This is an optimization exercise on Yosys and OpenROAD, whose aim is small area and a short achievable clock period, not a production implementation. Only simulation tests tie the RTL to the original design; equivalence was not proved. Power figures rest on the tool's default switching activity, not on a simulated workload.

### flow/run.sh
#!/bin/bash
set -euo pipefail
sed -e 's/ SETUP_SLACK_MARGIN=5 / SETUP_SLACK_MARGIN=5.4 /' standard.sh > standard_margin.sh
grep -q 'SETUP_SLACK_MARGIN=5.4 ' standard_margin.sh
bash standard_margin.sh > layout_make.log 2>&1
test -s out/final.def
### standard.sh
#!/bin/bash
# synth_recipe.tcl (not shown) runs the flow's synth.tcl, then flattens the netlist and writes it again
# the make line also repeats each setting of config.mk as NAME=value (left out here)
make -C /OpenROAD-flow-scripts/flow DESIGN_CONFIG=/design/flow/config.mk WORK_HOME=/design/flow/orfs CLKGATE_MAP_FILE= SYNTH_SCRIPT=/design/flow/synth_recipe.tcl "${@:-finish}"
### config.mk
export PLATFORM = sky130hd
export DESIGN_NAME = axis_fifo
export DESIGN_NICKNAME = axis_fifo
export VERILOG_FILES = /design/flow/design.v
export SDC_FILE = /design/flow/constraint.sdc
export NUM_CORES = 4
export LEC_CHECK = 0
export CAP_MARGIN = 20
export CORE_MARGIN = 2
export CORE_UTILIZATION = 60
export CTS_CLUSTER_DIAMETER = 90
export CTS_CLUSTER_SIZE = 28
export PLACE_DENSITY = 0.7
export SETUP_SLACK_MARGIN = 5
export SLEW_MARGIN = 20
export SYNTH_HIERARCHICAL = 1
export SYNTH_MINIMUM_KEEP_SIZE = 0
export TNS_END_PERCENT = 100
### constraint.sdc
create_clock -name core_clock -period 8.0 [get_ports {ACLK}]
set_input_delay 1.6000 -clock core_clock [delete_from_list [all_inputs] [get_ports {ACLK}]]
set_output_delay 1.6000 -clock core_clock [all_outputs]
set_load 0.01 [all_outputs]
### design.v
package axis_fifo_pkg;
    localparam int TLAST_BITS = 1;
    function automatic integer ptr_width(input integer depth);
        ptr_width = $clog2(depth) + 1;
    endfunction
    function automatic integer entry_width(input integer data_width);
        entry_width = data_width + TLAST_BITS;
    endfunction
endpackage
module axis_fifo_ram #(
    parameter int WIDTH  = 17,
    parameter int ADDR_W = 7,
    parameter int LO_W   = 3,
    localparam int LO_N  = 1 << LO_W,
    localparam int HI_N  = 1 << (ADDR_W - LO_W)
) (
    input  logic              ACLK,
    input  logic              wr_en,
    input  logic [ADDR_W-1:0] wr_pos,
    input  logic [WIDTH-1:0]  wr_data,
    input  logic [HI_N-1:0]   rd_hi_n,
    input  logic [LO_N-1:0]   rd_lo_n,
    output logic [WIDTH-1:0]  rd_data
);
    localparam int SLOTS = (1 << ADDR_W) - 1;
    localparam int G1    = SLOTS / 3;           
    localparam int R1    = SLOTS % 3;           
    localparam int N1    = G1 + (R1 != 0);      
    logic [WIDTH-1:0] mem [1:SLOTS];
    logic [SLOTS:1]   rsel;
    logic [SLOTS:1]   wsel;
    logic [HI_N-1:0]  wr_hi_n;                  
    logic [LO_N-1:0]  wr_lo_n;                  
    always_comb begin
        for (int i = 0; i < HI_N; i++) begin
            wr_hi_n[i] = ~((wr_pos >> LO_W) == ADDR_W'(i));
        end
        for (int j = 0; j < LO_N; j++) begin
            wr_lo_n[j] = ~(wr_en & (wr_pos[LO_W-1:0] == LO_W'(j)));
        end
    end
    for (genvar k = 1; k <= SLOTS; k++) begin : g_slot
        axis_fifo_nor2 u_rsel (.a(rd_hi_n[(k - 1) / LO_N]), .b(rd_lo_n[(k - 1) % LO_N]), .y(rsel[k]));
        axis_fifo_nor2 u_wsel (.a(wr_hi_n[(k - 1) / LO_N]), .b(wr_lo_n[(k - 1) % LO_N]), .y(wsel[k]));
        always_ff @(posedge ACLK) begin
            if (wsel[k]) begin
                mem[k] <= wr_data;
            end
        end
    end
    for (genvar b = 0; b < WIDTH; b++) begin : g_bit
        logic [N1-1:0] l1_n;
        for (genvar g = 0; g < G1; g++) begin : g_l1
            axis_fifo_aoi222 u_aoi (
                .a0(rsel[3*g+1]), .b0(mem[3*g+1][b]),
                .a1(rsel[3*g+2]), .b1(mem[3*g+2][b]),
                .a2(rsel[3*g+3]), .b2(mem[3*g+3][b]),
                .y (l1_n[g])
            );
        end
        if (R1 == 1) begin : g_r1
            axis_fifo_nand2 u_r (.a(rsel[SLOTS]), .b(mem[SLOTS][b]), .y(l1_n[G1]));
        end else if (R1 == 2) begin : g_r2
            axis_fifo_aoi22 u_r (
                .a0(rsel[SLOTS-1]), .b0(mem[SLOTS-1][b]),
                .a1(rsel[SLOTS]),   .b1(mem[SLOTS][b]),
                .y (l1_n[G1])
            );
        end
        axis_fifo_or_tree #(.N(N1)) u_tree (.in_n(l1_n), .y(rd_data[b]));
    end
endmodule
module axis_fifo_or_tree #(
    parameter int N = 43
) (
    input  logic [N-1:0] in_n,
    output logic         y
);
    localparam int N2 = (N  + 3) / 4;
    localparam int N3 = (N2 + 3) / 4;
    localparam int N4 = (N3 + 3) / 4;
    localparam int N5 = (N4 + 3) / 4;
    logic [N2-1:0] l2;       
    logic [N3-1:0] l3_n;     
    logic [N4-1:0] l4;       
    logic [N5-1:0] l5_n;     
    axis_fifo_reduce #(.N(N),  .INV_IN(1)) u_l2 (.in(in_n), .out(l2));
    if (N2 == 1) begin : g_e2
        assign y = l2[0];
    end else begin : g_c2
        axis_fifo_reduce #(.N(N2), .INV_IN(0)) u_l3 (.in(l2), .out(l3_n));
        if (N3 == 1) begin : g_e3
            axis_fifo_inv u_i (.a(l3_n[0]), .y(y));
        end else begin : g_c3
            axis_fifo_reduce #(.N(N3), .INV_IN(1)) u_l4 (.in(l3_n), .out(l4));
            if (N4 == 1) begin : g_e4
                assign y = l4[0];
            end else begin : g_c4
                axis_fifo_reduce #(.N(N4), .INV_IN(0)) u_l5 (.in(l4), .out(l5_n));
                axis_fifo_inv u_i (.a(l5_n[0]), .y(y));
            end
        end
    end
endmodule
module axis_fifo_reduce #(
    parameter int N      = 4,
    parameter bit INV_IN = 1
) (
    input  logic [N-1:0]         in,
    output logic [(N+3)/4-1:0]   out
);
    localparam int G = N / 4;
    localparam int R = N % 4;
    for (genvar g = 0; g < G; g++) begin : g_grp
        if (INV_IN) begin : g_nand
            axis_fifo_nand4 u (.a(in[4*g]), .b(in[4*g+1]), .c(in[4*g+2]), .d(in[4*g+3]), .y(out[g]));
        end else begin : g_nor
            axis_fifo_nor4 u (.a(in[4*g]), .b(in[4*g+1]), .c(in[4*g+2]), .d(in[4*g+3]), .y(out[g]));
        end
    end
    if (R == 1) begin : g_r1
        axis_fifo_inv u (.a(in[N-1]), .y(out[G]));
    end else if (R == 2) begin : g_r2
        if (INV_IN) begin : g_nand
            axis_fifo_nand2 u (.a(in[N-2]), .b(in[N-1]), .y(out[G]));
        end else begin : g_nor
            axis_fifo_nor2 u (.a(in[N-2]), .b(in[N-1]), .y(out[G]));
        end
    end else if (R == 3) begin : g_r3
        if (INV_IN) begin : g_nand
            axis_fifo_nand3 u (.a(in[N-3]), .b(in[N-2]), .c(in[N-1]), .y(out[G]));
        end else begin : g_nor
            axis_fifo_nor3 u (.a(in[N-3]), .b(in[N-2]), .c(in[N-1]), .y(out[G]));
        end
    end
endmodule
module axis_fifo_aoi222 (
    input  logic a0, b0, a1, b1, a2, b2,
    output logic y
);
    assign y = ~((a0 & b0) | (a1 & b1) | (a2 & b2));
endmodule
module axis_fifo_aoi22 (
    input  logic a0, b0, a1, b1,
    output logic y
);
    assign y = ~((a0 & b0) | (a1 & b1));
endmodule
module axis_fifo_nand4 (input logic a, b, c, d, output logic y);
    assign y = ~(a & b & c & d);
endmodule
module axis_fifo_nand3 (input logic a, b, c, output logic y);
    assign y = ~(a & b & c);
endmodule
module axis_fifo_nand2 (input logic a, b, output logic y);
    assign y = ~(a & b);
endmodule
module axis_fifo_nor4 (input logic a, b, c, d, output logic y);
    assign y = ~(a | b | c | d);
endmodule
module axis_fifo_nor3 (input logic a, b, c, output logic y);
    assign y = ~(a | b | c);
endmodule
module axis_fifo_nor2 (input logic a, b, output logic y);
    assign y = ~(a | b);
endmodule
module axis_fifo_inv (input logic a, output logic y);
    assign y = ~a;
endmodule
module axis_fifo_ao21 (input logic a, b, c, output logic y);
    assign y = (a & b) | c;
endmodule
module axis_fifo #(
    parameter int DATA_WIDTH = 16,
    parameter int DEPTH      = 128,
    parameter int AF_THRESH  = DEPTH - 4,
    parameter int AE_THRESH  = 4,
    localparam int PTR_W     = axis_fifo_pkg::ptr_width(DEPTH)
) (
    input  logic                  ACLK,
    input  logic                  ARESET_N,
    input  logic                  FLUSH,
    input  logic                  S_TVALID,
    output logic                  S_TREADY,
    input  logic [DATA_WIDTH-1:0] S_TDATA,
    input  logic                  S_TLAST,
    output logic                  M_TLAST,
    output logic [PTR_W-1:0]      PKT_CNT,
    output logic                  M_TVALID,
    input  logic                  M_TREADY,
    output logic [DATA_WIDTH-1:0] M_TDATA,
    output logic [PTR_W-1:0]      LEVEL,
    output logic                  ALMOST_FULL,
    output logic                  ALMOST_EMPTY
);
    localparam int ADDR_W  = PTR_W - 1;
    localparam int ENTRY_W = axis_fifo_pkg::entry_width(DATA_WIDTH);
    localparam int LO_W    = ADDR_W / 2;
    localparam int LO_N    = 1 << LO_W;
    localparam int HI_N    = 1 << (ADDR_W - LO_W);
    typedef logic [PTR_W-1:0] ptr_t;
    localparam logic [HI_N-1:0] HI_RST = {{(HI_N - 1){1'b1}}, 1'b0};
    localparam logic [LO_N-1:0] LO_RST = {{(LO_N - 1){1'b1}}, 1'b0};
    if (AF_THRESH < 1 || AF_THRESH > DEPTH) begin : g_bad_af
        $error("axis_fifo: AF_THRESH must be within 1..DEPTH");
    end
    if (AE_THRESH < 0 || AE_THRESH > DEPTH - 1) begin : g_bad_ae
        $error("axis_fifo: AE_THRESH must be within 0..DEPTH-1");
    end
    if (DEPTH < 4 || (DEPTH & (DEPTH - 1)) != 0) begin : g_bad_depth
        $error("axis_fifo: DEPTH must be a power of two and at least 4");
    end
    logic [ENTRY_W-1:0] head;        
    logic [ENTRY_W-1:0] wr_entry;
    logic [ENTRY_W-1:0] rd_entry;
    logic [HI_N-1:0] rd_hi_n;
    logic [LO_N-1:0] rd_lo_n;
    logic [ADDR_W-1:0] wr_pos;       
    logic  rd_wrap;                  
    ptr_t  lvl;
    ptr_t  pkt;
    logic  vld;                      
    logic  one;                      
    logic  full;                     
    logic  nae;                      
    logic  full_o;                   
    logic  push;
    logic  pop;
    logic  to_store;                 
    logic  from_store;               
    logic  up;                       
    logic  down;                     
    logic  load_s;                   
    logic  load_r;                   
    logic  hold;                     
    logic  pk_up;
    logic  pk_dn;
    logic  last_in;
    ptr_t  lvl_nx;
    ptr_t  pkt_nx;
    logic  vld_nx;
    logic  one_nx;
    logic  af_nx;
    logic  nae_nx;
    assign full         = lvl[PTR_W-1];
    assign S_TREADY     = ~full_o;
    assign ALMOST_EMPTY = ~nae;
    assign rd_wrap      = ~rd_hi_n[(DEPTH - 2) / LO_N] & ~rd_lo_n[(DEPTH - 2) % LO_N];
    always_comb begin
        push       = S_TVALID & ~full;
        pop        = M_TREADY & vld;
        to_store   = push & vld & ~(one & pop);
        from_store = pop & ~one;
        up         = push & ~pop;
        down       = pop & ~push;
        load_s     = push & (~vld | (one & pop));
        load_r     = from_store;
        hold       = ~(load_s | load_r | pop);
        lvl_nx = lvl;
        vld_nx = vld;
        one_nx = one;
        af_nx  = ALMOST_FULL;
        nae_nx = nae;
        if (FLUSH) begin
            lvl_nx = '0;
            vld_nx = 1'b0;
            one_nx = 1'b0;
            af_nx  = 1'b0;
            nae_nx = 1'b0;
        end else if (up) begin
            lvl_nx = lvl + ptr_t'(1);
            vld_nx = 1'b1;
            one_nx = (lvl == ptr_t'(0));
            af_nx  = (lvl >= ptr_t'(AF_THRESH - 1));
            nae_nx = (lvl >  ptr_t'(AE_THRESH - 1));
        end else if (down) begin
            lvl_nx = lvl - ptr_t'(1);
            vld_nx = ~one;
            one_nx = (lvl == ptr_t'(2));
            af_nx  = (lvl >= ptr_t'(AF_THRESH + 1));
            nae_nx = (lvl >  ptr_t'(AE_THRESH + 1));
        end
    end
    always_ff @(posedge ACLK or negedge ARESET_N) begin
        if (!ARESET_N) begin
            lvl          <= '0;
            vld          <= 1'b0;
            one          <= 1'b0;
            ALMOST_FULL  <= 1'b0;
            nae          <= 1'b0;
        end else begin
            lvl          <= lvl_nx;
            vld          <= vld_nx;
            one          <= one_nx;
            ALMOST_FULL  <= af_nx;
            nae          <= nae_nx;
        end
    end
    always_ff @(posedge ACLK or negedge ARESET_N) begin
        if (!ARESET_N) begin
            rd_hi_n      <= HI_RST;
            rd_lo_n      <= LO_RST;
            wr_pos       <= '0;
        end else if (FLUSH) begin
            rd_hi_n      <= HI_RST;
            rd_lo_n      <= LO_RST;
            wr_pos       <= '0;
        end else begin
            if (to_store) begin
                wr_pos <= (wr_pos == ADDR_W'(DEPTH - 2)) ? '0 : wr_pos + ADDR_W'(1);
            end
            if (from_store) begin
                if (rd_wrap) begin
                    rd_lo_n <= LO_RST;
                    rd_hi_n <= HI_RST;
                end else begin
                    rd_lo_n <= {rd_lo_n[LO_N-2:0], rd_lo_n[LO_N-1]};
                    if (!rd_lo_n[LO_N-1]) begin
                        rd_hi_n <= {rd_hi_n[HI_N-2:0], rd_hi_n[HI_N-1]};
                    end
                end
            end
        end
    end
    axis_fifo_oreg #(.W(PTR_W)) u_level_o (.ACLK(ACLK), .ARESET_N(ARESET_N), .d(lvl_nx), .q(LEVEL));
    axis_fifo_oreg #(.W(1)) u_valid_o (.ACLK(ACLK), .ARESET_N(ARESET_N), .d(vld_nx), .q(M_TVALID));
    axis_fifo_oreg #(.W(1)) u_full_o (.ACLK(ACLK), .ARESET_N(ARESET_N), .d(lvl_nx[PTR_W-1]), .q(full_o));
    logic               take_r;
    logic [ENTRY_W-1:0] head_rest;
    logic [ENTRY_W-1:0] head_d;
    always_comb begin
        take_r    = load_r & ~FLUSH;
        head_rest = ((wr_entry & {ENTRY_W{load_s}}) | (head & {ENTRY_W{hold}}))
                  & {ENTRY_W{~FLUSH}};
    end
    for (genvar b = 0; b < ENTRY_W; b++) begin : g_head
        axis_fifo_ao21 u_ao (.a(rd_entry[b]), .b(take_r), .c(head_rest[b]), .y(head_d[b]));
    end
    always_ff @(posedge ACLK or negedge ARESET_N) begin
        if (!ARESET_N) begin
            head <= '0;
        end else begin
            head <= head_d;
        end
    end
    axis_fifo_oreg #(.W(ENTRY_W)) u_head_o (.ACLK(ACLK), .ARESET_N(ARESET_N), .d(head_d), .q({M_TLAST, M_TDATA}));
    assign wr_entry = {S_TLAST, S_TDATA};
    assign last_in  = S_TLAST;
    always_comb begin
        pk_up  = (push & last_in) & ~(pop & head[DATA_WIDTH]);
        pk_dn  = ~(push & last_in) & (pop & head[DATA_WIDTH]);
        pkt_nx = pkt;
        if (FLUSH) begin
            pkt_nx = '0;
        end else if (pk_up) begin
            pkt_nx = pkt + ptr_t'(1);
        end else if (pk_dn) begin
            pkt_nx = pkt - ptr_t'(1);
        end
    end
    always_ff @(posedge ACLK or negedge ARESET_N) begin
        if (!ARESET_N) begin
            pkt <= '0;
        end else begin
            pkt <= pkt_nx;
        end
    end
    axis_fifo_oreg #(.W(PTR_W)) u_pkt_o (.ACLK(ACLK), .ARESET_N(ARESET_N), .d(pkt_nx), .q(PKT_CNT));
    axis_fifo_ram #(
        .WIDTH  (ENTRY_W),
        .ADDR_W (ADDR_W),
        .LO_W   (LO_W)
    ) u_ram (
        .ACLK     (ACLK),
        .wr_en    (~full),
        .wr_pos   (wr_pos),
        .wr_data  (wr_entry),
        .rd_hi_n  (rd_hi_n),
        .rd_lo_n  (rd_lo_n),
        .rd_data  (rd_entry)
    );
endmodule
module axis_fifo_oreg #(
    parameter int W = 1
) (
    input  logic         ACLK,
    input  logic         ARESET_N,
    input  logic [W-1:0] d,
    output logic [W-1:0] q
);
    always_ff @(posedge ACLK or negedge ARESET_N) begin
        if (!ARESET_N) begin
            q <= '0;
        end else begin
            q <= d;
        end
    end
endmodule
==> results.toml, run 1 <==
[yosys]
synth-seq-cells = 2262
async_flop_share = 0.0455
syn_area_um2 = 79700
yosysUniqueCellTypes = 68
syn_inst = 3866
syn_area_per_cell_um2 = 20.6
synth_edf_count = 2159
synth.yosys.warnings = 13
ys.flop_type = "edfxtp_1"
synth_seq_area_share = 0.846
synth.net_count = 3897

[global_routing]
grt_max_degree = 96
grt_use_total = 0.317
grt_pass1_vias = 42500
grt_pass1_wl_um = 306000
overflow = 0
antenna_found_initial = 6

[power_and_ir_drop]
ir_worst_vdd_mv = 0.170
p_per_area_nw_per_um2 = 223
p_leak_nw = 28.3

[flow_run]
cap_violations = 0

[sta]
rsz0062_at_grt = "true"
setup-violations-final = 0
slew_headroom = 0.158
fmax_mhz = 317
min_period_over_period = 0.394
worstMarginPinSlew_ps = 1260
fin_crit_ps = 3150
tns_ps = 0
hold_violations = 0
slew_violations = 0
fin_worst_skew_ps = 40.2

[clock_network]
clkLatencyLatePin_ps = 750
hold_buffers = 0
htreeDepth = 3
cts.path.max_buffers = 3
clkSinkCount = 2262
cts_tree = "yes"
cts_made_buffers = 91
clk_pin_slew_ps = 110
root_buffer = "clkbuf_16"

[final_layout]
layout_common_cells = "edfxtp_1 (2159), a222oi_1 (714), buf_4 (320)"
drive_gt1_frac = 0.181
area_delta_synth_final_pct = 12.9
stdcell_count = 6234
final_common_cell = "edfxtp_1"
finish.net_count = 4472

[die]
core_region_area_um2 = 132000
dieArea_um2 = 136000
initial_core_util = 0.606
io_pins = 59
fp.dieH_um = 368
die_w_um = 368
rows = 133

[route]
via_per_inst = 7.41
vias = 46200
drt-initial-drc-count = 9935
wl_um = 219000
drtAntennaViolNets = 0
routedWlPerCell_um = 35.1
post-route-drc-count = 0
dr.pass1.iters = 10

[setup_path]
critPathRequiredTime_ps = 8650
crit_path_max_fanout = 5
cpMaxStageDelayCell = "dfstp_2"
cp_num_buf_inv = 6
crit_chain = "buf_6 > buf_16 > buf_6 > nor2_4 > buf_6 > buf_4 > buf_6 > a222oi_1 > nand4_1 > nor4_4 > nand3_1 > a21o_1"
critical-path-top-delay-family = "simple AND/OR/NAND/NOR gates"
worst_setup_path_end_kind = "flop"
regToRegStartpoint = "rd_lo_n[6]"
timing.rr.end = "u_head_o.q[7]"
r2r_cells = 12
cp_slowest_stage_delay_ps = 630
crit_type = "reg -> reg"
r2r_setup_slack_ps = 4850
cpMostUsedCell = "buf_6"
worstPathArrival_ps = 3800
cp-start-kind = "flop"

[worst_hold_path]
worstHoldPathCells = 2
hold_class = "reg -> reg"
holdPathEnd = "rd_hi_n[7]"
holdCritStartpoint = "rd_hi_n[7]"

[place]
dp_hpwl_um = 125000
port-buffer-count = 58
place_congestion = 0.906
dp_cells = 5926

[status]
status = "finished clean"
==> metrics by stage <==
| stage | cell area, µm² | worst slack (ps) | util | hold WS [ps] | power, W |
|---|---|---|---|---|---|
| after floorplan | 79800 | 5370 | - | 496 | 0.0139 |
| after global placement | 84500 | 4030 | 0.642 | 548 | 0.0146 |
| after detailed placement | 84500 | 4060 | 0.642 | 552 | 0.0146 |
| after CTS | 89200 | 4960 | 0.678 | 624 | 0.0200 |
| after global routing | 90000 | 4880 | 0.683 | 642 | 0.0205 |
| final | 90000 | 4850 | 0.683 | 634 | 0.0201 |
==> worst max-delay path by stage <==
stage / slack, ps / depth (start not counted) / startpoint / to
2_1_floorplan: 5370 / 5 / S_TVALID / lvl[6]
3_3_place_gp: 4030 / 4 / M_TREADY / rd_hi_n[0]
3_5_place_dp: 4060 / 4 / M_TREADY / rd_hi_n[0]
4_1_cts: 4960 / 1 / u_head_o.q[10] / M_TDATA[10]
5_1_grt: 4880 / 9 / rd_lo_n[6] / head[11]
6_report: 4850 / 12 / rd_lo_n[6] / u_head_o.q[7]
==> Yosys stat by module, one instance, submodules excluded, a selection <==
module | cells | copies in the design | flops+latches
axis_fifo_ao21 | 1 | 17 | 0
axis_fifo_aoi222 | 1 | 714 | 0
axis_fifo_nand4 | 1 | 170 | 0
axis_fifo_nor4 | 1 | 34 | 0
axis_fifo | 387 | 1 | 68
axis_fifo_nand3 | 1 | 34 | 0
axis_fifo_nand2 | 1 | 17 | 0
axis_fifo_nor2 | 1 | 254 | 0
axis_fifo_nor3 | 1 | 17 | 0
==> flip-flops by register name, summed over array words and instances (netlist names) <==
name         count
ALMOST_FULL      1
head            17
lvl              8
nae              1
one              1
pkt              8
rd_hi_n         16
rd_lo_n          8
u_full_o.q       1
u_head_o.q      17
u_level_o.q      8
u_pkt_o.q        8
u_ram.mem     2159
u_valid_o.q      1
vld              1
wr_pos           7
==> Yosys cell counts (3+ instances only) <==
cell | instances | area share
o32a_1 | 5 | 0.00063
edfxtp_1 | 2159 | 0.81
o211ai_1 | 3 | 0.00028
ha_1 | 9 | 0.0014
inv_1 | 11 | 0.00052
clkbuf_1 | 10 | 0.00047
buf_1 | 3 | 0.00014
mux2_2 | 6 | 0.00085
or3_1 | 5 | 0.00039
nand4_1 | 177 | 0.014
nand2_1 | 64 | 0.0030
nor2b_1 | 6 | 0.00047
nand3_1 | 67 | 0.0042
o21ai_0 | 21 | 0.0013
dfrtp_1 | 81 | 0.025
xnor2_1 | 4 | 0.00044
nand4bb_1 | 9 | 0.0013
or4b_1 | 5 | 0.00063
and3_1 | 7 | 0.00055
buf_2 | 11 | 0.00069
nor4_1 | 4 | 0.00031
nor4_2 | 35 | 0.0055
nor2_1 | 289 | 0.014
a22oi_1 | 3 | 0.00028
a21o_1 | 22 | 0.0021
nor3_1 | 7 | 0.00044
a211oi_1 | 4 | 0.00038
a21oi_1 | 29 | 0.0018
a222oi_1 | 714 | 0.090
and3b_1 | 3 | 0.00033
dfstp_2 | 22 | 0.0073
or4_1 | 3 | 0.00028
buf_4 | 3 | 0.00028
nand4b_1 | 8 | 0.00088
nor3_2 | 18 | 0.0023
==> area by class of cell <==
type / instances / area (µm²)
flip-flops and latches: 2262 / 67500
fillers: 8139 / 41700
multi-input cells: 1565 / 12800
repair buffers: 510 / 4870
clock buffers: 122 / 2460
well taps: 1755 / 2200
clock inverters: 6 / 60.1
inverters: 11 / 45.0
diodes: 3 / 7.51
==> power breakdown <==
part | total [W] | leakage, nW | internal, W | switching, W
sequential | 0.0132 | 20.7 | 0.0130 | 0.000152
combinational | 0.00139 | 6.35 | 0.000413 | 0.000981
clock | 0.00549 | 1.22 | 0.00218 | 0.00331
==> cell families after synthesis <==
kind of cell	Yosys count	share of synthesized area
simple gates	721	0.0499
mux	6	0.000848
fa+ha+maj	9	0.00141
flops	2262	0.846
xor+xnor	5	0.000644
compound gates	822	0.0988
buf+inv	41	0.00245
==> timing repair <==
item / in CTS / in global routing
pin swaps: 171 / 106
endpoints found under the hold margin: 0 / 0
setup endpoints to repair: 701 / 793
cloned: 13 / 4
buffers inserted: 106 / 53
resized for setup: 362 / 68
==> per-layer routing <==
layer	up-vias	share of wire	global-route usage	wire length, µm
li1	18600	-	-	-
met1	23700	0.36	0.465	79700
met2	3452	0.45	0.468	98600
met3	401	0.15	0.0850	32400
met4	14	0.037	0.106	8080
met5	-	0.00056	0	123
==> tightest hold or removal path, cell delays in order, from the launching register on <==
cell and delay, ps:
dfstp_2 470, nand2_1 90, o21ai_0 70
==> run 2: changes to the inputs <==
--- a/design.v
+++ b/design.v
@@ -199,8 +199,8 @@
     localparam int LO_N    = 1 << LO_W;
     localparam int HI_N    = 1 << (ADDR_W - LO_W);
     typedef logic [PTR_W-1:0] ptr_t;
-    localparam logic [HI_N-1:0] HI_RST = {{(HI_N - 1){1'b1}}, 1'b0};
-    localparam logic [LO_N-1:0] LO_RST = {{(LO_N - 1){1'b1}}, 1'b0};
+    localparam logic [HI_N-1:0] HI_RST = {{(HI_N - 1){1'b0}}, 1'b1};
+    localparam logic [LO_N-1:0] LO_RST = {{(LO_N - 1){1'b0}}, 1'b1};
     if (AF_THRESH < 1 || AF_THRESH > DEPTH) begin : g_bad_af
         $error("axis_fifo: AF_THRESH must be within 1..DEPTH");
     end
@@ -213,8 +213,8 @@
     logic [ENTRY_W-1:0] head;        
     logic [ENTRY_W-1:0] wr_entry;
     logic [ENTRY_W-1:0] rd_entry;
-    logic [HI_N-1:0] rd_hi_n;
-    logic [LO_N-1:0] rd_lo_n;
+    logic [HI_N-1:0] rd_hi;
+    logic [LO_N-1:0] rd_lo;
     logic [ADDR_W-1:0] wr_pos;       
     logic  rd_wrap;                  
     ptr_t  lvl;
@@ -245,7 +245,7 @@
     assign full         = lvl[PTR_W-1];
     assign S_TREADY     = ~full_o;
     assign ALMOST_EMPTY = ~nae;
-    assign rd_wrap      = ~rd_hi_n[(DEPTH - 2) / LO_N] & ~rd_lo_n[(DEPTH - 2) % LO_N];
+    assign rd_wrap      = rd_hi[(DEPTH - 2) / LO_N] & rd_lo[(DEPTH - 2) % LO_N];
     always_comb begin
         push       = S_TVALID & ~full;
         pop        = M_TREADY & vld;
@@ -298,12 +298,12 @@
     end
     always_ff @(posedge ACLK or negedge ARESET_N) begin
         if (!ARESET_N) begin
-            rd_hi_n      <= HI_RST;
-            rd_lo_n      <= LO_RST;
+            rd_hi        <= HI_RST;
+            rd_lo        <= LO_RST;
             wr_pos       <= '0;
         end else if (FLUSH) begin
-            rd_hi_n      <= HI_RST;
-            rd_lo_n      <= LO_RST;
+            rd_hi        <= HI_RST;
+            rd_lo        <= LO_RST;
             wr_pos       <= '0;
         end else begin
             if (to_store) begin
@@ -311,12 +311,12 @@
             end
             if (from_store) begin
                 if (rd_wrap) begin
-                    rd_lo_n <= LO_RST;
-                    rd_hi_n <= HI_RST;
+                    rd_lo <= LO_RST;
+                    rd_hi <= HI_RST;
                 end else begin
-                    rd_lo_n <= {rd_lo_n[LO_N-2:0], rd_lo_n[LO_N-1]};
-                    if (!rd_lo_n[LO_N-1]) begin
-                        rd_hi_n <= {rd_hi_n[HI_N-2:0], rd_hi_n[HI_N-1]};
+                    rd_lo <= {rd_lo[LO_N-2:0], rd_lo[LO_N-1]};
+                    if (rd_lo[LO_N-1]) begin
+                        rd_hi <= {rd_hi[HI_N-2:0], rd_hi[HI_N-1]};
                     end
                 end
             end
@@ -375,8 +375,8 @@
         .wr_en    (~full),
         .wr_pos   (wr_pos),
         .wr_data  (wr_entry),
-        .rd_hi_n  (rd_hi_n),
-        .rd_lo_n  (rd_lo_n),
+        .rd_hi_n  (~rd_hi),
+        .rd_lo_n  (~rd_lo),
         .rd_data  (rd_entry)
     );
 endmodule
==> flow/run.sh (replaced) <==
#!/bin/bash
set -euo pipefail
sed -e 's/ SETUP_SLACK_MARGIN=5 / SETUP_SLACK_MARGIN=5.5 /' standard.sh > standard_margin.sh
grep -q 'SETUP_SLACK_MARGIN=5.5 ' standard_margin.sh
bash standard_margin.sh > layout_make.log 2>&1
test -s out/final.def
--- a/config.mk
+++ b/config.mk
@@ -8,8 +8,8 @@
 export CAP_MARGIN = 20
 export CORE_MARGIN = 2
 export CORE_UTILIZATION = 60
-export CTS_CLUSTER_DIAMETER = 90
-export CTS_CLUSTER_SIZE = 28
+export CTS_CLUSTER_DIAMETER = 80
+export CTS_CLUSTER_SIZE = 25
 export PLACE_DENSITY = 0.7
 export SETUP_SLACK_MARGIN = 5
 export SLEW_MARGIN = 20
==> results.toml, run 2 <==
[worst_hold_path]
hold_class = "reg -> reg"

[final_layout]
n_fill_cell = 8088
finish.net_count = 4526
largest_reg_flops = 2159
utilization = 0.690
largest-register = "u_ram.mem"
reg_top3 = "u_ram.mem (2159), head (17), u_head_o.q (17)"
layout_common_cells = "edfxtp_1 (2159), a222oi_1 (714), buf_4 (348)"
drive_gt1_frac = 0.193
area_delta_synth_final_pct = 14.0
final_common_cell = "edfxtp_1"

[sta]
worstMarginPinSlew_ps = 1120
slew_headroom = 0.249
min_period_over_period = 0.381
fin_worst_skew_ps = 45.3
fmax_mhz = 328
fin_crit_ps = 3040
rsz0062_at_grt = "true"
slew_violations = 0
tns_ps = 0
hold_violations = 0
setup-violations-final = 0

[yosys]
ys.flop_type = "edfxtp_1"
post-synth-top-count-cell = "edfxtp_1"
async_flop_share = 0.0455
syn_inst = 3871
synth-seq-cells = 2262
synth.net_count = 3902
synth_edf_count = 2159
synth_seq_area_share = 0.846
synth_compound_area_frac = 0.0996
synthMuxAreaShare = 0.00126
synthAdderAreaFrac = 0.00141
synth_top_family_by_area = "compound AO/OA/AOI/OAI gates"
syn_area_um2 = 79700
synth.area.top_cells = "edfxtp_1 (81%), a222oi_1 (9.0%), dfrtp_1 (3.2%), nand4_1 (1.4%), nor2_1 (1.3%)"
synth_xor_area_frac = 0.000330
synth_top_area_cell = "edfxtp_1"
syn_area_per_cell_um2 = 20.6
ys_top_cells_by_count = "edfxtp_1 (2159), a222oi_1 (714), nor2_1 (275)"
synth.yosys.warnings = 13
synth-simple-area-share = 0.0478
yosysUniqueCellTypes = 61
yosysTopAreaCellShare = 0.814

[global_routing]
overflow = 0
grt_use_total = 0.318
grt_max_degree = 101
grt_pass1_wl_um = 309000
antenna_found_initial = 6
grt_pass1_vias = 43100

[route]
dr.pass1.iters = 9
drt-initial-drc-count = 9830
via_per_inst = 7.37
vias = 46500
wl_um = 221000
routedWlPerCell_um = 34.9
post-route-drc-count = 0
drtAntennaViolNets = 0

[setup_path]
cpMaxStageDelayCell = "dfrtp_2"
crit_type = "reg -> out"
worstPathArrival_ps = 1440
worst_setup_path_end_kind = "output pin"
cp_num_buf_inv = 1
crit_path_max_fanout = 1
cp-start-kind = "flop"
critical-path-top-delay-family = "flip-flops"
cp_slowest_stage_delay_ps = 520
critPathRequiredTime_ps = 6400
crit_chain = "buf_6"

[power_and_ir_drop]
ir_worst_vdd_mv = 0.258
p_per_area_nw_per_um2 = 221
p_leak_nw = 28.9

[die]
initial_core_util = 0.605
fp.dieH_um = 368
core_region_area_um2 = 132000
io_pins = 59
die_w_um = 368
dieArea_um2 = 136000
rows = 133

[clock_network]
cts_tree = "yes"
clkSinkCount = 2262
cts.path.max_buffers = 3
cts_made_buffers = 104
clkLatencyLatePin_ps = 770
clk_pin_slew_ps = 100
htreeDepth = 3
hold_buffers = 0
root_buffer = "clkbuf_16"

[place]
dp_hpwl_um = 129000
place_congestion = 0.915
port-buffer-count = 58

[flow_run]
cap_violations = 0

[status]
status = "finished clean"
-- run 2: timing repair --
item                       4_1_cts  5_1_grt
setup endpoints to repair     1244      462
resized for setup              442       55
pin swaps                      211      111
buffers inserted               147       39
gates cloned                    15        9
-- run 2: final timing paths --
| path | slack (ps) | cells after the start | start | endpoint |
|---|---|---|---|---|
| worst max-delay path | 4960 | 1 | u_head_o.q[7] | M_TDATA[7] |
| worst min-delay path | 550 | 2 | rd_hi[2] | rd_hi[2] |
| worst max register to register | 4960 | 10 | rd_lo[4] | head[9] |
| worst min register to register | 550 | 2 | rd_hi[2] | rd_hi[2] |
| max in group asynchronous | 5890 | 2 | ARESET_N | u_head_o.q[7] |
| min in group asynchronous | 800 | 1 | ARESET_N | pkt[1] |
-- run 2: routing by layer --
layer	GRT usage	up-vias	routed length [µm]
met2	0.487	3452	102000
met1	0.460	23800	79800
met4	0.119	6	9770
met5	0	-	33
met3	0.0638	467	28600
li1	-	18800	-
-- run 2: power by group --
part / switching, W / internal (W)
combinational: 0.000613 / 0.000264
sequential: 0.0000622 / 0.0130
clock: 0.00348 / 0.00261
total: 0.00416 / 0.0159
-- run 2: kinds of logic after synthesis --
group,count (synthesis)
flops,2262
compound gates,829
simple gates,696
buf+inv,63
mux,9
fa+ha+maj,9
xor+xnor,3
-- run 2: layout make-up --
cell class | instances | area [µm²] | area share
well taps | 1755 | 2200 | 0.0242
clock buffers | 147 | 2920 | 0.0322
inverters | 36 | 216 | 0.00238
repair buffers | 545 | 5060 | 0.0558
clock inverters | 19 | 181 | 0.00200
diodes | 3 | 7.51 | 0.0000826
flip-flops and latches | 2262 | 67400 | 0.742
multi-input cells | 1546 | 12800 | 0.141
-- run 2: metrics by stage --
step	hold slack [ps]	total power, W	area [µm²]	instances	worst slack (ps)
global placement	462	0.0141	84600	5934	4190
global route	570	0.0205	90800	6310	4920
CTS	524	0.0200	90200	6262	4940
floorplan	446	0.0136	80000	3871	5220
finish	547	0.0200	90800	6313	4960
detailed placement	466	0.0141	84600	5934	4190
-- run 2: Yosys stat by module, one instance, submodules excluded, a selection --
module            cells  area, µm²  flops+latches
axis_fifo_nor3        1       10.0              0
axis_fifo_nand3       1       5.00              0
axis_fifo_aoi222      1       10.0              0
axis_fifo_ao21        1       7.51              0
axis_fifo_nor2        1       3.75              0
axis_fifo           392       3580             68
axis_fifo_nand2       1       3.75              0
axis_fifo_nor4        1       12.5              0
axis_fifo_nand4       1       6.26              0
==> run 3: changes to the inputs <==
--- a/config.mk
+++ b/config.mk
@@ -7,10 +7,10 @@
 export LEC_CHECK = 0
 export CAP_MARGIN = 20
 export CORE_MARGIN = 2
-export CORE_UTILIZATION = 60
+export CORE_UTILIZATION = 66
 export CTS_CLUSTER_DIAMETER = 80
 export CTS_CLUSTER_SIZE = 25
-export PLACE_DENSITY = 0.7
+export PLACE_DENSITY = 0.78
 export SETUP_SLACK_MARGIN = 5
 export SLEW_MARGIN = 20
 export SYNTH_HIERARCHICAL = 1
==> results.toml, run 3 <==
[route]
drt-initial-drc-count = 12200
routedWlPerCell_um = 36.4
vias = 47700
dr.pass1.iters = 20
post-route-drc-count = 0
wl_um = 223000
drtAntennaViolNets = 0
via_per_inst = 7.79

[flow_run]
cap_violations = 0

[yosys]
synth-seq-cells = 2262
synthMuxAreaShare = 0.00126
synth.net_count = 3902
syn_area_per_cell_um2 = 20.6
synth_top_area_cell = "edfxtp_1"
synth_edf_count = 2159
synth_compound_area_frac = 0.0996
synth-simple-area-share = 0.0478
synth.area.top_cells = "edfxtp_1 (81%), a222oi_1 (9.0%), dfrtp_1 (3.2%), nand4_1 (1.4%), nor2_1 (1.3%)"
synthAdderAreaFrac = 0.00141
syn_inst = 3871
ys.flop_type = "edfxtp_1"
synth_seq_area_share = 0.846
async_flop_share = 0.0455
ys_top_cells_by_count = "edfxtp_1 (2159), a222oi_1 (714), nor2_1 (275)"
synth_xor_area_frac = 0.000330
synth.yosys.warnings = 13
yosysUniqueCellTypes = 61
post-synth-top-count-cell = "edfxtp_1"
yosysTopAreaCellShare = 0.814
synth_top_family_by_area = "compound AO/OA/AOI/OAI gates"
syn_area_um2 = 79700

[setup_path]
cp_num_buf_inv = 2
cp_slowest_stage_delay_ps = 620
critPathRequiredTime_ps = 8640
crit_path_max_fanout = 17
cp-start-kind = "flop"
worstPathArrival_ps = 3810
critical-path-top-delay-family = "simple AND/OR/NAND/NOR gates"
worst_setup_path_end_kind = "flop"
setup.worst_path.start = "rd_hi[9]"
cpMaxStageDelayCell = "a222oi_1"
regToRegStartpoint = "rd_hi[9]"
r2r_setup_slack_ps = 4830
crit_chain = "clkinvlp_4 > nor2_1 > buf_6 > a222oi_1 > nand4_1 > nor4_4 > nand3_1 > a21o_1"
crit_type = "reg -> reg"

[clock_network]
root_buffer = "clkbuf_16"
clkSinkCount = 2262
clkLatencyLatePin_ps = 750
clk_pin_slew_ps = 110
htreeDepth = 3
hold_buffers = 0
cts_made_buffers = 101
cts_tree = "yes"
cts.path.max_buffers = 3

[sta]
worstMarginPinSlew_ps = 1120
setup-violations-final = 0
slew_violations = 0
rsz0062_at_grt = "true"
fin_worst_skew_ps = 58.5
tns_ps = 0
slew_headroom = 0.249
fin_ws_ps = 4830
min_period_over_period = 0.396
hold_violations = 0
fin_crit_ps = 3170
fmax_mhz = 315

[global_routing]
antenna_found_initial = 4
grt_max_degree = 96
grt_pass1_vias = 43700
grt_pass1_wl_um = 309000
grt_use_total = 0.354
overflow = 0

[final_layout]
layout_common_cells = "edfxtp_1 (2159), a222oi_1 (714), buf_4 (330)"
finish.net_count = 4483
reg_top3 = "u_ram.mem (2159), head (17), u_head_o.q (17)"
seqCellArea_um2 = 67400
final_common_cell = "edfxtp_1"
drive_gt1_frac = 0.182
area_delta_synth_final_pct = 12.9
n_fill_cell = 6376
multi_input_area_um2 = 12800
largest_reg_flops = 2159
finish.instance_area_um2 = 90000
largest-register = "u_ram.mem"
utilization = 0.751

[die]
io_pins = 59
fp.dieH_um = 351
dieArea_um2 = 123000
rows = 127
initial_core_util = 0.665
die_w_um = 351
core_region_area_um2 = 120000

[place]
place_congestion = 0.961
dp_hpwl_um = 128000
placed_area_um2 = 84400
pre_cts_ws_ps = 3940
port-buffer-count = 58

[power_and_ir_drop]
ir_worst_vdd_mv = 0.208
p_total_w = 0.0198
p_leak_nw = 28.4
p_per_area_nw_per_um2 = 220

[worst_hold_path]
hold_class = "reg -> reg"
holdCritStartpoint = "rd_lo[0]"

[status]
status = "finished clean"
run 3: cell counts after synthesis:
No cell type changed its count.
run 3: Yosys stat by module (local to each module, per instance), a selection:
| module | cells | copies in the design |
|---|---|---|
| axis_fifo_ao21 | 1 | 17 |
| axis_fifo_nor2 | 1 | 254 |
| axis_fifo_nand4 | 1 | 170 |
| axis_fifo_nand3 | 1 | 34 |
| axis_fifo_aoi222 | 1 | 714 |
| axis_fifo | 392 | 1 |
| axis_fifo_nor4 | 1 | 34 |
| axis_fifo_nand2 | 1 | 17 |
| axis_fifo_nor3 | 1 | 17 |
run 3: cell families after synthesis:
| logic type | count (synthesis) |
|---|---|
| buffers and inverters | 63 |
| AOI/OAI and AO/OA | 829 |
| adders and majority gates | 9 |
| and+or+nand+nor | 696 |
| DFF | 2262 |
| xor gates and xnor gates | 3 |
| muxes | 9 |
run 3: power breakdown:
group          internal [W]  switching (W)  leakage, nW
Sequential           0.0130      0.0000688         20.8
Combinational      0.000245       0.000622         6.29
Clock               0.00241        0.00341         1.37
run 3: final cells by class:
class | instances | share of cell area
Clock buffer | 145 | 0.0305
Inverter | 36 | 0.00275
Antenna cell | 5 | 0.000139
Sequential cell | 2262 | 0.749
Timing Repair Buffer | 503 | 0.0512
Tap cell | 1612 | 0.0224
Clock inverter | 7 | 0.000974
Multi-Input combinational cell | 1548 | 0.143
run 3: per-stage QoR:
step | instances | hold WS, ps
finish | 6118 | 553
CTS | 6070 | 491
global placement | 5782 | 471
global route | 6113 | 568
floorplan | 3871 | 446
detailed placement | 5783 | 461
run 3: path summary, 6_finish.rpt:
kind | end | cells after the start
hold reg to reg | rd_lo[0] | 2
min in group asynchronous | u_pkt_o.q[7] | 1
setup reg to reg | u_head_o.q[7] | 8
setup / recovery | u_head_o.q[7] | 8
hold / removal | rd_lo[0] | 2
max in group asynchronous | u_head_o.q[10] | 2
run 3: timing repair:
action,4_1_cts,5_1_grt
pin swaps,171,67
buffers inserted,116,38
gates cloned,19,5
endpoints found under the setup margin,2023,401
gates resized for setup,431,55
run 3: worst reg2reg max path: stages (launching register included):
cell and delay [ps]:
dfrtp_1 430, clkinvlp_4 260, nor2_1 170, buf_6 200, a222oi_1 630, nand4_1 590
nor4_4 440, nand3_1 120, a21o_1 220
run 3: routing by layer:
metal  track usage  share of wire  wire (µm)  vias up
li1              -              -          -    18700
met1         0.490           0.32      72300    23800
met2         0.542           0.46     103000     4508
met3        0.0942           0.16      36300      660
met4         0.154          0.051      11500        4
met5             0        0.00027         61        -
==> run 4: changes to the inputs <==
==> run.sh (new file) <==
#!/bin/bash
# synth_recipe.tcl (not shown) runs the flow's synth.tcl, then flattens the netlist and writes it again
# the make line also repeats each setting of config.mk as NAME=value (left out here)
make -C /OpenROAD-flow-scripts/flow DESIGN_CONFIG=/design/flow/config.mk WORK_HOME=/design/flow/orfs CLKGATE_MAP_FILE= SYNTH_SCRIPT=/design/flow/synth_recipe.tcl finish
--- a/config.mk
+++ b/config.mk
@@ -7,10 +7,10 @@
 export LEC_CHECK = 0
 export CAP_MARGIN = 20
 export CORE_MARGIN = 2
-export CORE_UTILIZATION = 66
+export CORE_UTILIZATION = 60
 export CTS_CLUSTER_DIAMETER = 80
 export CTS_CLUSTER_SIZE = 25
-export PLACE_DENSITY = 0.78
+export PLACE_DENSITY = 0.7
 export SETUP_SLACK_MARGIN = 5
 export SLEW_MARGIN = 20
 export SYNTH_HIERARCHICAL = 1
removed: flow/run.sh
removed: standard.sh
==> results.toml, run 4 <==
[power_and_ir_drop]
ir_worst_vdd_mv = 0.244
power_frac_comb = 0.041
p_sw_frac = 0.207
p_int_w = 0.0158
clkPwrFrac = 0.304
netSwitchingPower_w = 0.00414
p_per_area_nw_per_um2 = 225
p_leak_nw = 27.8
seqPwrFrac = 0.655

[sta]
tns_ps = 0
rsz0062_at_grt = "true"
worstMarginPinSlew_ps = 1120
slew_headroom = 0.249
hold_violations = 0
min_period_over_period = 0.385
slew_violations = 0
fin_worst_skew_ps = 44.4
fmax_mhz = 325
hold_ws_ps = 497
fin_crit_ps = 3080
setup-violations-final = 0

[final_layout]
finish.net_count = 4386
utilization = 0.673
n_fill_cell = 8413
drive_gt1_frac = 0.151
multi_input_area_um2 = 12400
seqCellArea_um2 = 67400
stdcell_count = 6169
largest-register = "u_ram.mem"
largest_reg_flops = 2159
layout_common_cells = "edfxtp_1 (2159), a222oi_1 (714), buf_4 (329)"
reg_top3 = "u_ram.mem (2159), head (17), u_head_o.q (17)"
diodes = 0
final_common_cell = "edfxtp_1"
area_delta_synth_final_pct = 11.3

[place]
port-buffer-count = 58
dp_hpwl_um = 125000
dp_cells = 5935
place_congestion = 0.889

[clock_network]
clk_pin_slew_ps = 100
cts.path.max_buffers = 3
root_buffer = "clkbuf_16"
clkLatencyLatePin_ps = 760
htreeDepth = 3
cts_tree = "yes"
clkSinkCount = 2262
cts_made_buffers = 104

[flow_run]
cap_violations = 0

[setup_path]
r2r_setup_slack_ps = 4920
timing.rr.end = "u_head_o.q[2]"
regToRegStartpoint = "rd_lo[0]"
setup.worst_path.start = "rd_lo[0]"
worst_setup_path_end_kind = "flop"
crit_type = "reg -> reg"
cpMaxStageDelayCell = "a222oi_1"
critPathRequiredTime_ps = 8650
worstPathArrival_ps = 3730
crit_chain = "clkinvlp_4 > buf_12 > nor2_1 > buf_6 > a222oi_1 > nand4_1 > nor4_4 > nand3_1 > a21o_1"
crit_path_max_fanout = 13
r2r_cells = 9
cp-start-kind = "flop"
cp_slowest_stage_delay_ps = 620

[yosys]
synth_top_area_cell = "edfxtp_1"
ys.flop_type = "edfxtp_1"
synth.yosys.warnings = 13
synth.area.top_cells = "edfxtp_1 (81%), a222oi_1 (9.0%), dfrtp_1 (3.2%), nand4_1 (1.4%), nor2_1 (1.3%)"
yosysTopAreaCellShare = 0.814
synth_seq_area_share = 0.846
post-synth-top-count-cell = "edfxtp_1"
yosysUniqueCellTypes = 61
syn_inst = 3871
ys_top_cells_by_count = "edfxtp_1 (2159), a222oi_1 (714), nor2_1 (275)"
syn_area_um2 = 79700
synth.net_count = 3902
synth-seq-cells = 2262
synth_edf_count = 2159
syn_area_per_cell_um2 = 20.6
async_flop_share = 0.0455

[global_routing]
grt_use_total = 0.306
grt_pass1_vias = 41600
grt_pass1_wl_um = 298000
overflow = 0
antenna_found_initial = 4
grt_max_degree = 93

[route]
routedWlPerCell_um = 34.5
vias = 45500
drtAntennaViolNets = 0
wl_um = 213000
post-route-drc-count = 0
drt-initial-drc-count = 9667
via_per_inst = 7.37
dr.pass1.iters = 9

[status]
status = "finished clean"

[die]
io_pins = 59
fp.dieH_um = 368
die_w_um = 368
rows = 133
core_region_area_um2 = 132000
initial_core_util = 0.605
dieArea_um2 = 136000

[worst_hold_path]
holdCritStartpoint = "rd_lo[0]"
hold_class = "reg -> reg"
worstHoldPathCells = 2
holdPathEnd = "rd_lo[0]"
run 4: changes by cell type in the layout (fill, tap and decap cells not counted), moves of 8 or more:
cell,change
a21oi_1,+11
a21oi_2,-11
buf_12,-9
buf_6,-93
nand3_1,+9
nand3_2,-8
nor2_1,+27
nor2_4,-28
run 4: power by group through the flow:
stage | Combinational (W) | Sequential [W] | Clock (W)
after floorplan | 0.000268 | 0.0133 | 0
after global placement | 0.000730 | 0.0133 | 0
after detailed placement | 0.000749 | 0.0133 | 0
after CTS | 0.000776 | 0.0131 | 0.00614
after global routing | 0.000842 | 0.0131 | 0.00650
final | 0.000816 | 0.0131 | 0.00607
run 4: Yosys stat by module (local to each module, per instance), a selection:
module	flip-flops and latches	cells inside	copies in the design	area, µm²
axis_fifo_nor4	0	1	34	12.5
axis_fifo_nor2	0	1	254	3.75
axis_fifo_nand4	0	1	170	6.26
axis_fifo_nor3	0	1	17	10.0
axis_fifo_nand2	0	1	17	3.75
axis_fifo_ao21	0	1	17	7.51
axis_fifo_aoi222	0	1	714	10.0
axis_fifo_nand3	0	1	34	5.00
axis_fifo	68	392	1	3580
run 4: area by class of cell:
type / instances / share of cell area
flip-flops and latches: 2262 / 0.761
inverters: 36 / 0.00241
clock buffers: 151 / 0.0324
multi-input cells: 1546 / 0.140
well taps: 1755 / 0.0248
repair buffers: 405 / 0.0377
clock inverters: 14 / 0.00233
run 4: timing repair:
item	in CTS	in global routing
pin swaps	55	37
resized for setup	224	50
gates cloned	0	7
setup endpoints to repair	79	57
hold buffers	0	0
buffers inserted	21	41
run 4: worst max path at each step:
| stage | endpoint | cells after the start | slack (ps) |
|---|---|---|---|
| final | u_head_o.q[2] | 9 | 4920 |
| after global routing | u_head_o.q[12] | 10 | 4910 |
| after CTS | M_TDATA[9] | 1 | 4940 |
| after detailed placement | u_head_o.q[9] | 6 | 3680 |
| after global placement | head[6] | 6 | 3730 |
| after floorplan | pkt[4] | 6 | 5040 |
run 4: logic make-up (layout without fill, tap and decap cells):
| group | after synthesis | in the layout | synth area share |
|---|---|---|---|
| multiplexers | 9 | 9 | 0.00126 |
| XOR/XNOR | 3 | 3 | 0.000330 |
| buffers and inverters | 63 | 606 | 0.00335 |
| flip-flops | 2262 | 2262 | 0.846 |
| AO/OA/AOI/OAI | 829 | 829 | 0.0996 |
| adder cells (fa/ha/maj) | 9 | 9 | 0.00141 |
| AND/OR/NAND/NOR | 696 | 696 | 0.0478 |
run 4: per-stage QoR:
| stage | area [µm²] | total power [W] | setup WS [ps] |
|---|---|---|---|
| after floorplan | 79700 | 0.0136 | 5040 |
| after global placement | 84400 | 0.0141 | 3730 |
| after detailed placement | 84400 | 0.0141 | 3680 |
| after CTS | 88000 | 0.0200 | 4940 |
| after global routing | 88600 | 0.0204 | 4910 |
| final | 88600 | 0.0200 | 4920 |
run 4: per-layer routing:
| layer | track usage | up-vias | wire length (µm) |
|---|---|---|---|
| met5 | 0 | - | 0 |
| met3 | 0.0849 | 327 | 29900 |
| li1 | - | 18500 | - |
| met1 | 0.450 | 23500 | 78900 |
| met2 | 0.456 | 3203 | 97400 |
| met4 | 0.0872 | 0 | 6610 |
run 4: worst max-delay path, delay by kind of cell, from the launching register on:
family,cells,cell delay (ps)
AND/OR/NAND/NOR,4,1300
AO/OA/AOI/OAI,2,840
buffers and inverters,3,420
flip-flops,1,400
==> run 5: changes to the inputs <==
--- a/design.v
+++ b/design.v
@@ -365,7 +365,7 @@
             pkt <= pkt_nx;
         end
     end
-    axis_fifo_oreg #(.W(PTR_W)) u_pkt_o (.ACLK(ACLK), .ARESET_N(ARESET_N), .d(pkt_nx), .q(PKT_CNT));
+    assign PKT_CNT = pkt;
     axis_fifo_ram #(
         .WIDTH  (ENTRY_W),
         .ADDR_W (ADDR_W),
--- a/config.mk
+++ b/config.mk
@@ -8,8 +8,8 @@
 export CAP_MARGIN = 20
 export CORE_MARGIN = 2
 export CORE_UTILIZATION = 60
-export CTS_CLUSTER_DIAMETER = 80
-export CTS_CLUSTER_SIZE = 25
+export CTS_CLUSTER_DIAMETER = 90
+export CTS_CLUSTER_SIZE = 28
 export PLACE_DENSITY = 0.7
 export SETUP_SLACK_MARGIN = 5
 export SLEW_MARGIN = 20
==> results.toml, run 5 <==
[place]
port-buffer-count = 58
pre_cts_ws_ps = 3480
place_congestion = 0.882
dp_hpwl_um = 126000

[power_and_ir_drop]
netSwitchingPower_w = 0.00391
p_int_w = 0.0154
power_frac_comb = 0.038
seqPwrFrac = 0.674
p_leak_nw = 27.7
p_per_area_nw_per_um2 = 218
clkPwrFrac = 0.288
p_sw_frac = 0.203
ir_worst_vdd_mv = 0.211

[die]
dieArea_um2 = 135000
initial_core_util = 0.604
fp.dieH_um = 368
io_pins = 59
die_w_um = 368
rows = 133
core_region_area_um2 = 131000

[clock_network]
clkSinkCount = 2254
cts_made_buffers = 91
cts_tree = "yes"
root_buffer = "clkbuf_16"
clkLatencyLatePin_ps = 750
cts.path.max_buffers = 3
htreeDepth = 3
clk_pin_slew_ps = 110
hold_buffers = 0

[route]
routedWlPerCell_um = 34.8
wl_um = 215000
vias = 45600
via_per_inst = 7.40
drtAntennaViolNets = 0
drt-initial-drc-count = 10100
post-route-drc-count = 0
dr.pass1.iters = 13

[sta]
fin_ws_ps = 4910
slew_violations = 0
worstMarginPinSlew_ps = 1070
fin_crit_ps = 3090
fmax_mhz = 324
setup-violations-final = 0
hold_violations = 0
fin_worst_skew_ps = 40.4
slew_headroom = 0.285
min_period_over_period = 0.386
tns_ps = 0
rsz0062_at_grt = "true"

[yosys]
yosysTopAreaCellShare = 0.816
synth-seq-cells = 2254
ys.flop_type = "edfxtp_1"
yosysUniqueCellTypes = 61
synth.net_count = 3894
post-synth-top-count-cell = "edfxtp_1"
synth.yosys.warnings = 13
syn_area_per_cell_um2 = 20.6
synth_edf_count = 2159
ys_top_cells_by_count = "edfxtp_1 (2159), a222oi_1 (714), nor2_1 (282)"
syn_inst = 3858
synth_seq_area_share = 0.846
synth_top_area_cell = "edfxtp_1"
synth.area.top_cells = "edfxtp_1 (82%), a222oi_1 (9.0%), dfrtp_1 (2.9%), nand4_1 (1.4%), nor2_1 (1.3%)"
async_flop_share = 0.0421
syn_area_um2 = 79400

[worst_hold_path]
hold_class = "reg -> reg"

[status]
status = "finished clean"

[final_layout]
drive_gt1_frac = 0.151
largest_reg_flops = 2159
reg_top3 = "u_ram.mem (2159), head (17), u_head_o.q (17)"
final_common_cell = "edfxtp_1"
largest-register = "u_ram.mem"
area_delta_synth_final_pct = 11.2
finish.net_count = 4394
layout_common_cells = "edfxtp_1 (2159), a222oi_1 (714), buf_4 (346)"

[global_routing]
grt_use_total = 0.308
grt_max_degree = 93
grt_pass1_vias = 41600
overflow = 0
antenna_found_initial = 6
grt_pass1_wl_um = 300000

[setup_path]
worstPathArrival_ps = 3730
crit_path_max_fanout = 17
cp-start-kind = "flop"
critPathRequiredTime_ps = 8640
worst_setup_path_end_kind = "flop"
crit_type = "reg -> reg"

[flow_run]
cap_violations = 0
==> run 5: critical path, stage by stage, from the launching register on <==
cell and delay, ps:
dfrtp_1 460, inv_4 150, buf_12 180, nor2_1 60
buf_4 220, a222oi_1 410, nand4_1 560, nor4_4 510
nand3_1 160, a21o_1 240
==> run 5: cells by family (layout without fill, tap and decap cells) <==
logic type,after synthesis,count (layout),share of synthesized area
flip-flops,2254,2254,0.846
AO/OA/AOI/OAI,817,818,0.0986
AND/OR/NAND/NOR,698,698,0.0476
buffers and inverters,57,601,0.00304
adder cells (fa/ha/maj),14,14,0.00230
XOR/XNOR,14,14,0.00154
multiplexers,4,4,0.000520
other,0,6,0
==> run 5: area by class of cell <==
cell class | instances | area [µm²]
timing repair buffer | 428 | 3610
sequential | 2254 | 67200
multi-input combinational | 1548 | 12500
clock inverter | 4 | 61.3
tap | 1755 | 2200
fill | 8460 | 43100
inverter | 35 | 208
antenna | 6 | 15.0
clock buffer | 134 | 2520
==> run 5: worst paths after layout <==
check | endpoint | start | slack [ps] | cells after the start
setup / recovery | head[0] | rd_lo[2] | 4910 | 9
hold / removal | rd_hi[3] | rd_hi[3] | 530 | 2
setup reg to reg | head[0] | rd_lo[2] | 4910 | 9
hold reg to reg | rd_hi[3] | rd_hi[3] | 530 | 2
max in group asynchronous | u_head_o.q[14] | ARESET_N | 6000 | 2
min in group asynchronous | pkt[7] | ARESET_N | 780 | 1
==> run 5: power groups by stage <==
stage          Clock [W]  Combinational, W  Sequential, W
4_1_cts          0.00559          0.000674         0.0130
3_3_place_gp           0          0.000632         0.0133
5_1_grt          0.00596          0.000754         0.0130
3_5_place_dp           0          0.000648         0.0133
2_1_floorplan          0          0.000216         0.0133
6_report         0.00555          0.000723         0.0130
==> run 5: timing repair <==
action                     4_1_cts  5_1_grt
cloned                           0        5
pin swaps                       68       67
buffers inserted                30       57
setup endpoints to repair      261       74
gates resized for setup        220       76
==> run 5: routing by layer <==
metal  wire (µm)  GRT usage  vias to the layer above  part of all wire
met5          22    0.00285                        -           0.00010
met4        7340     0.0925                        4             0.034
met3       29500     0.0720                      334              0.14
met2       98200      0.463                     3254              0.46
met1       79600      0.458                    23600              0.37
li1            -          -                    18400                 -
==> run 5: metrics by stage <==
stage          cell area (µm²)  cells  hold slack (ps)  utilization  total power (W)
2_1_floorplan            79500   3858              449            -           0.0135
3_3_place_gp             84200   5925              469        0.641           0.0139
3_5_place_dp             84200   5926              471        0.641           0.0139
4_1_cts                  87400   6094              497        0.665           0.0193
5_1_grt                  88300   6159              560        0.672           0.0197
6_report                 88300   6164              525        0.672           0.0193
==> run 5: per-module statistics from Yosys, one instance, submodules excluded, a selection <==
module / cells / cell area (µm²) / flops+latches / times used
axis_fifo_nand4: 1 / 6.26 / 0 / 170
axis_fifo_nor4: 1 / 12.5 / 0 / 34
axis_fifo_nor3: 1 / 10.0 / 0 / 17
axis_fifo_nand3: 1 / 5.00 / 0 / 34
axis_fifo: 387 / 3530 / 68 / 1
axis_fifo_nor2: 1 / 3.75 / 0 / 254
axis_fifo_nand2: 1 / 3.75 / 0 / 17
axis_fifo_aoi222: 1 / 10.0 / 0 / 714
axis_fifo_ao21: 1 / 7.51 / 0 / 17
==> run 6: changes to the inputs <==
==> flow/run.sh (new file) <==
#!/bin/bash
set -euo pipefail
sed -e 's/ SETUP_SLACK_MARGIN=5 / SETUP_SLACK_MARGIN=5.5 /' standard.sh > standard_margin.sh
grep -q 'SETUP_SLACK_MARGIN=5.5 ' standard_margin.sh
bash standard_margin.sh > layout_make.log 2>&1
test -s out/final.def
==> standard.sh (new file) <==
#!/bin/bash
# synth_recipe.tcl (not shown) runs the flow's synth.tcl, then flattens the netlist and writes it again
# the make line also repeats each setting of config.mk as NAME=value (left out here)
make -C /OpenROAD-flow-scripts/flow DESIGN_CONFIG=/design/flow/config.mk WORK_HOME=/design/flow/orfs CLKGATE_MAP_FILE= SYNTH_SCRIPT=/design/flow/synth_recipe.tcl "${@:-finish}"
removed: run.sh
==> results.toml, run 6 <==
[clock_network]
cts_tree = "yes"
cts.path.max_buffers = 3
htreeDepth = 3
clk_pin_slew_ps = 120
hold_buffers = 0
clkSinkCount = 2254
clkLatencyLatePin_ps = 760
root_buffer = "clkbuf_16"
cts_made_buffers = 90

[power_and_ir_drop]
power_frac_comb = 0.042
netSwitchingPower_w = 0.00394
seqPwrFrac = 0.673
p_sw_frac = 0.204
ir_worst_vdd_mv = 0.179
clkPwrFrac = 0.285
p_per_area_nw_per_um2 = 214
p_total_w = 0.0193
p_int_w = 0.0154
p_leak_nw = 28.8

[final_layout]
finish.instance_area_um2 = 90400
largest_reg_flops = 2159
final_common_cell = "edfxtp_1"
finish.net_count = 4536
drive_gt1_frac = 0.195
layout_common_cells = "edfxtp_1 (2159), a222oi_1 (714), buf_4 (371)"
reg_top3 = "u_ram.mem (2159), head (17), u_head_o.q (17)"
area_delta_synth_final_pct = 13.9
n_fill_cell = 8141
largest-register = "u_ram.mem"
stdcell_count = 6283

[route]
routedWlPerCell_um = 35.3
via_per_inst = 7.36
drt-initial-drc-count = 10700
post-route-drc-count = 0
dr.pass1.iters = 10
vias = 46300
drtAntennaViolNets = 0
wl_um = 222000

[yosys]
synth.area.top_cells = "edfxtp_1 (82%), a222oi_1 (9.0%), dfrtp_1 (2.9%), nand4_1 (1.4%), nor2_1 (1.3%)"
syn_area_um2 = 79400
yosysTopAreaCellShare = 0.816
syn_area_per_cell_um2 = 20.6
syn_inst = 3858
synth_edf_count = 2159
synth-seq-cells = 2254
async_flop_share = 0.0421
ys_top_cells_by_count = "edfxtp_1 (2159), a222oi_1 (714), nor2_1 (282)"
yosysUniqueCellTypes = 61
post-synth-top-count-cell = "edfxtp_1"
synth.net_count = 3894
synth.yosys.warnings = 13
synth_seq_area_share = 0.846
ys.flop_type = "edfxtp_1"
synth_top_area_cell = "edfxtp_1"

[sta]
fin_worst_skew_ps = 45.8
tns_ps = 0
fin_crit_ps = 3200
slew_violations = 0
rsz0062_at_grt = "true"
worstMarginPinSlew_ps = 1030
min_period_over_period = 0.400
fmax_mhz = 312
setup-violations-final = 0
slew_headroom = 0.314
hold_ws_ps = 560
hold_violations = 0

[setup_path]
cpMostUsedCell = "buf_6"
crit_path_max_fanout = 5
cp_slowest_stage_delay_ps = 610
critPathRequiredTime_ps = 8640
crit_chain = "inv_4 > buf_6 > buf_6 > nor2_4 > buf_6 > a222oi_1 > nand4_1 > nor4_4 > nand3_2 > a21o_1"
cp_num_buf_inv = 4
worstPathArrival_ps = 3840
critical-path-top-delay-family = "simple AND/OR/NAND/NOR gates"
worst_setup_path_end_kind = "flop"
cpMaxStageDelayCell = "a222oi_1"
crit_type = "reg -> reg"
cp-start-kind = "flop"

[place]
dp_hpwl_um = 127000
dp_cells = 5920
port-buffer-count = 58
place_congestion = 0.902
placed_area_um2 = 84200

[global_routing]
grt_use_total = 0.318
grt_pass1_wl_um = 307000
antenna_found_initial = 3
grt_pass1_vias = 42400
overflow = 0
grt_max_degree = 100

[die]
die_w_um = 368
rows = 133
dieArea_um2 = 135000
io_pins = 59
core_region_area_um2 = 131000
fp.dieH_um = 368
initial_core_util = 0.604

[status]
status = "finished clean"

[flow_run]
cap_violations = 0

[worst_hold_path]
hold_class = "reg -> reg"
run 6: cell counts after synthesis:
Identical to the previous run, type by type.
run 6: power by group through the flow:
stage / Clock, W / Sequential (W) / Combinational (W)
after floorplan: 0 / 0.0133 / 0.000220
after detailed placement: 0 / 0.0133 / 0.000659
after CTS: 0.00554 / 0.0130 / 0.000755
after global routing: 0.00593 / 0.0130 / 0.000831
final: 0.00551 / 0.0130 / 0.000808
after global placement: 0 / 0.0133 / 0.000640
run 6: per-stage QoR:
step                      setup slack, ps   util
after floorplan                      4870      -
after global placement               3760  0.641
after detailed placement             3670  0.641
after CTS                            4930  0.679
after global routing                 4920  0.688
final                                4800  0.688
run 6: cell families (layout without fill, tap and decap cells):
| logic type | after synthesis | in the layout | share of synthesized area |
|---|---|---|---|
| other cells | 0 | 4 | 0 |
| xor+xnor | 14 | 14 | 0.00154 |
| simple gates | 698 | 698 | 0.0476 |
| compound gates | 817 | 819 | 0.0986 |
| mux | 4 | 4 | 0.000520 |
| flops | 2254 | 2254 | 0.846 |
| fa+ha+maj | 14 | 14 | 0.00230 |
| buf+inv | 57 | 721 | 0.00304 |
run 6: area by class of cell:
| class | count | area (µm²) | area share |
|---|---|---|---|
| Clock buffer | 112 | 2440 | 0.0270 |
| Timing Repair inverter | 1 | 7.51 | 0.0000830 |
| Inverter | 35 | 223 | 0.00246 |
| Timing Repair Buffer | 569 | 5190 | 0.0574 |
| Multi-Input combinational cell | 1549 | 13100 | 0.145 |
| Tap cell | 1755 | 2200 | 0.0243 |
| Antenna cell | 4 | 10.0 | 0.000111 |
| Clock inverter | 4 | 51.3 | 0.000567 |
| Sequential cell | 2254 | 67200 | 0.743 |
run 6: path summary, 6_finish.rpt:
check,startpoint,endpoint,slack [ps],depth (start not counted)
max,rd_lo[1],head[14],4800,10
min,rd_hi[11],rd_hi[11],560,2
max reg2reg,rd_lo[1],head[14],4800,10
min reg2reg,rd_hi[11],rd_hi[11],560,2
max in group asynchronous,ARESET_N,u_head_o.q[10],6010,2
min in group asynchronous,ARESET_N,pkt[4],770,1
run 6: Yosys stat by module (local to each module, per instance), a selection:
module	flops+latches	copies in the design	cells inside	area (µm²)
axis_fifo	68	1	387	3530
axis_fifo_ao21	0	17	1	7.51
axis_fifo_aoi222	0	714	1	10.0
axis_fifo_nand2	0	17	1	3.75
axis_fifo_nand3	0	34	1	5.00
axis_fifo_nand4	0	170	1	6.26
axis_fifo_nor2	0	254	1	3.75
axis_fifo_nor3	0	17	1	10.0
axis_fifo_nor4	0	34	1	12.5
run 6: per-layer routing:
metal	track usage	up-vias	wire (µm)
met1	0.464	23700	79400
met3	0.0852	333	33500
met4	0.0934	2	7160
met2	0.480	3551	102000
met5	0	-	33
li1	-	18700	-
run 6: repair_timing:
action | 4_1_cts | 5_1_grt
cloned | 20 | 10
hold endpoints to repair | 0 | 0
resized for setup | 474 | 102
pin swaps | 240 | 167
setup buffers | 134 | 79
endpoints found under the setup margin | 2570 | 306
run 6: worst reg2reg max path, delay by kind of cell, from the launching register on:
kind                   cells  cell delay (ps)
AND/OR/NAND/NOR            4             1290
AO/OA/AOI/OAI              2              860
buffers and inverters      4              500
flip-flops                 1              450

what the ideal ports hide:
Ports are ideal in the flow. The routed layouts listed here were re-timed in OpenROAD. Step 1 sets driving cells, clkbuf_16 on the clock port and buf_2 on the other inputs (assumed; they add their load-dependent delay and slew). Step 2, shift: input delay + t, output delay - t, t = (earliest + latest rising clock arrival at the registers) / 2. This alone moves slack from input paths to output paths. a / b / c = ideal / step 1 / step 2; a / b = the first two.
run	t (ns)	slack for setup (ns)	worst hold slack (ns)
run 1	0.812	4.845 / 4.845 / 4.589	0.634 / 0.634 / 0.634
run 2	0.827	4.956 / 4.875 / 4.629	0.547 / 0.547 / 0.547
run 3	0.804	4.830 / 4.830 / 4.604	0.553 / 0.553 / 0.553
run 4	0.823	4.921 / 4.863 / 4.311	0.497 / 0.497 / 0.497
run 5	0.817	4.910 / 4.876 / 4.417	0.525 / 0.525 / 0.525
run 6	0.818	4.800 / 4.800 / 4.583	0.560 / 0.560 / 0.560
After both steps setup and hold are still met in every run listed. For run 4, which loses most, drivers alone change the setup slack by -0.058 ns; drivers and shift together by -0.610 ns.
